This is an optimization exercise on Yosys and OpenROAD, whose aim is a short achievable clock period and few clock cycles, not a production implementation.
In this exercise RTL edits were held to simulation tests only and were not proved equivalent to the original.
Power is estimated from default activity; no workload was simulated.

==> inputs of job 3226 <==
==> flow/design.v (excerpt) <==
module pipelineCpu (
	input  logic        clk,
	input  logic        reset,
	input  logic [31:0] instr,
	input  logic [31:0] wbDatI,
	input  logic        wbAck,
	output logic [31:0] instrAddr,
	output logic        wbCyc,
	output logic        wbStb,
	output logic        wbWe,
	output logic [31:0] wbAdr,
	output logic [31:0] wbDatO
);
==> flow/config.mk <==
export PLATFORM = sky130hd
export DESIGN_NAME = pipelineCpu
export DESIGN_NICKNAME = pipelineCpu
export VERILOG_FILES = /design/flow/design.v
export SDC_FILE = /design/flow/constraint.sdc
export NUM_CORES = 4
export LEC_CHECK = 0
export CAP_MARGIN = 20
export CORE_MARGIN = 2
export CORE_UTILIZATION = 35
export SETUP_SLACK_MARGIN = 5
export SLEW_MARGIN = 20
export TNS_END_PERCENT = 100
==> flow/constraint.sdc <==
create_clock -name core_clock -period 8.0 [get_ports {clk}]
set_input_delay 1.6000 -clock core_clock [delete_from_list [all_inputs] [get_ports {clk}]]
set_output_delay 1.6000 -clock core_clock [all_outputs]
set_load 0.01 [all_outputs]
standard.sh (not shown) runs the stock make flow with config.mk's settings and CLKGATE_MAP_FILE= SYNTH_SCRIPT=/design/flow/synth_recipe.tcl, a recipe that flattens the netlist after the stock synthesis.
==> flow/flow/run.sh <==
#!/bin/bash
# The standard layout (standard.sh), with two synthesis settings:
# - an empty ADDER_MAP_FILE skips the step that packs adder logic into full
#   and half adder cells, so abc maps the whole datapath for delay;
# - DONT_USE_CELLS is the platform's list plus slow multi-stage cells
#   (4-input or/nor, a2111*, maj3, or3, a211o ...; all sizes, found in the
#   platform's liberty file below), so abc and the resizer build the paths
#   from faster gates.
# Registers are not touched. The cell list goes to dont_use.txt, make's output
# to standard_run.log; the tools' own logs stay under orfs/logs.
set -euo pipefail
cp standard.sh standard_sh.txt
export ADDER_MAP_FILE=

lib="$FLOW_HOME/platforms/sky130hd/lib/sky130_fd_sc_hd__tt_025C_1v80.lib"
slow='or4|or4b|or4bb|nor4|nor4b|nor4bb|a2111o|a2111oi|o2111a|o2111ai|a311o|a311oi|o311a|o311ai|a41o|a41oi|o41a|o41ai|maj3|xor3|xnor3|mux4|a222oi|a32o|a32oi|o32a|o32ai'
slow="$slow|or3|or3b|a211o|o211a|a31o|o31a|a221o|o221a|and4|and4b|and4bb|a2bb2o|o2bb2a|nand4bb|nand4b"
base=$(make -s -C "$FLOW_HOME" DESIGN_CONFIG="$PWD/config.mk" WORK_HOME="$PWD/orfs" print-DONT_USE_CELLS \
	| sed -n 's/^DONT_USE_CELLS: //p')
extra=$(grep -o 'cell ("sky130_fd_sc_hd__[a-z0-9]*_[0-9]*")' "$lib" | sed 's/cell ("//; s/")//' \
	| grep -E "__($slow)_[0-9]+\$" | tr '\n' ' ')
weak='sky130_fd_sc_hd__a21boi_0 sky130_fd_sc_hd__and2_0 sky130_fd_sc_hd__o21ai_0 sky130_fd_sc_hd__or2_0'
echo "$base $extra $weak" > dont_use.txt

bash standard.sh "DONT_USE_CELLS=$(cat dont_use.txt)" finish > standard_run.log 2>&1
==> inputs of job 992, as changes to job 3226 <==
--- a/flow/design.v
+++ b/flow/design.v
@@ -158,16 +158,14 @@
 	end
 	always_ff @(posedge clk)
 	begin
 		if (reset || exRedirect || redirPend || idRedirect)
 			dValid <= 1'b0;
 		else if (!stallF)
 			dValid <= !fTake;  
-		else if (!stallD)
-			dValid <= 1'b0;    
 	end
 	logic [31:1] fRsHot, fRtHot;
 	always_comb
 	begin
 		for (int i = 1; i < 32; i++)
 		begin
 			fRsHot[i] = (instr[25:21] == 5'(i));
@@ -262,15 +260,15 @@
 	assign nxA = (fwdA && eAdd) ? sum : (fwdA && eSub) ? dif : fwdA ? logicRes :
 		ackRs ? wbDatI : rdA;
 	assign nxB = (fwdB && eAdd) ? sum : (fwdB && eSub) ? dif : fwdB ? logicRes :
 		ackRt ? wbDatI : rdB;
 	assign qFull  = qv[2] || (qv[1] && eMem);
 	assign stallD = dValid && ((dMem && qFull) || (wbAck ? waitAck : waitNoAck));
 	assign idGo   = dValid && !stallD && !exRedirect;
-	assign stallF = dValid && ((dMem && qFull) || waitNoAck);
+	assign stallF = dValid && stallD;
 	logic idEarly, addZero, subZero;
 	assign addZero = &(~(eA ^ eOpB ^ {eA[30:0] | eOpB[30:0], 1'b0}));
 	assign subZero = (eA == eOpB);
 	assign idEarly = dBeq && (((dRs == 5'd0) && fwdB) || ((dRt == 5'd0) && fwdA)) &&
 		(eAdd || eSub);
 	assign idRedirect = dValid && idEarly && (eAdd ? addZero : subZero);
 	assign dTarget = dPc4 + {{14{dInstr[15]}}, dInstr[15:0]};
==> run notes <==
metric                                                                                     job 992                   job 3226
Run status                                                        no timing/DRC/antenna violations  no timing/DRC/antenna violations
Final WS setup                                                                             4.75 ns                    4.83 ns
Endpoint of the worst hold-timing path                                     redirTarget[20]$_DFF_P_    redirTarget[29]$_DFF_P_
Max Clk Rate                                                                             0.307 GHz                  0.316 GHz
Top-area cell type share of the netlist area                                                 41.2%                      42.1%
DRT Pass-1 Iters                                                                                12                         17
Final core utilization                                                                       42.8%                      42.4%
Antenna diode instance count                                                                    39                         36
Fraction of layout cells with a size suffix above 1                                          32.7%                      32.3%
Overall Global Routing Usage                                                                 33.3%                      35.0%
Total of plain and repair buffers excluding clock buffers                                      827                        801
P_clk                                                                                      9.13 mW                    8.74 mW
Routing usage on met1                                                                        39.9%                      40.6%
Critical path data required time                                                           8.77 ns                    8.75 ns
Synth Area in Simple Gates                                                                   10.1%                      9.50%
Post-Place Worst Slack                                                                     2.23 ns                    2.40 ns
Post-Syn Area per Cell                                                                    11.0 µm²                   11.1 µm²
Clock period minus final worst setup slack                                                 3.25 ns                    3.17 ns
Complex-gate fraction of the synthesized area                                                17.6%                      17.5%
Count of multi-input combinational gates                                                     5,759                      5,545
Hold wc startpoint                                                             eTarget[20]$_DFF_P_        eTarget[29]$_DFF_P_
Library cell contributing the largest single delay on the critical path  sky130_fd_sc_hd__a21boi_4  sky130_fd_sc_hd__edfxtp_1
Kind of launch point of the worst setup path                                         primary input                  flip-flop
Area delta synth->final                                                                      21.3%                      20.4%
Testbench counts of job 3226, summed over its fixed seeds: cycles 27,734.
Testbench counts of job 992, summed over its fixed seeds: cycles 26,994.

static timing again, ports no longer ideal:
In the flow no input, the clock included, has a driving cell. The finished layouts below were timed again as built, in two steps.
Step 1 sets driving cells, clkbuf_16 on the clock port and buf_2 on the other inputs (assumed; they add their load-dependent delay and slew).
Step 2 also shifts input and output timing later by t, the mid clock arrival at the registers, as if the neighbouring blocks saw the same clock.
Slacks: no drivers / after step 1 / after step 2; pairs: no drivers / after step 1.
| run | t, ns | slack for setup (ns) | worst hold slack (ns) | worst setup path after step 2 | clock arrival spread, ns |
|---|---|---|---|---|---|
| job 3226 | 0.993 | 4.832 / 4.792 / 4.035 | 0.318 / 0.318 / 0.318 | input to register | 0.084 / 0.083 |
| job 992 | 0.962 | 4.748 / 4.801 / 3.839 | 0.321 / 0.321 / 0.321 | input to register | 0.068 / 0.068 |
After both steps every run listed still meets setup and hold. For job 992, which loses most, drivers alone change the setup slack by +0.053 ns; drivers and shift together by -0.909 ns.
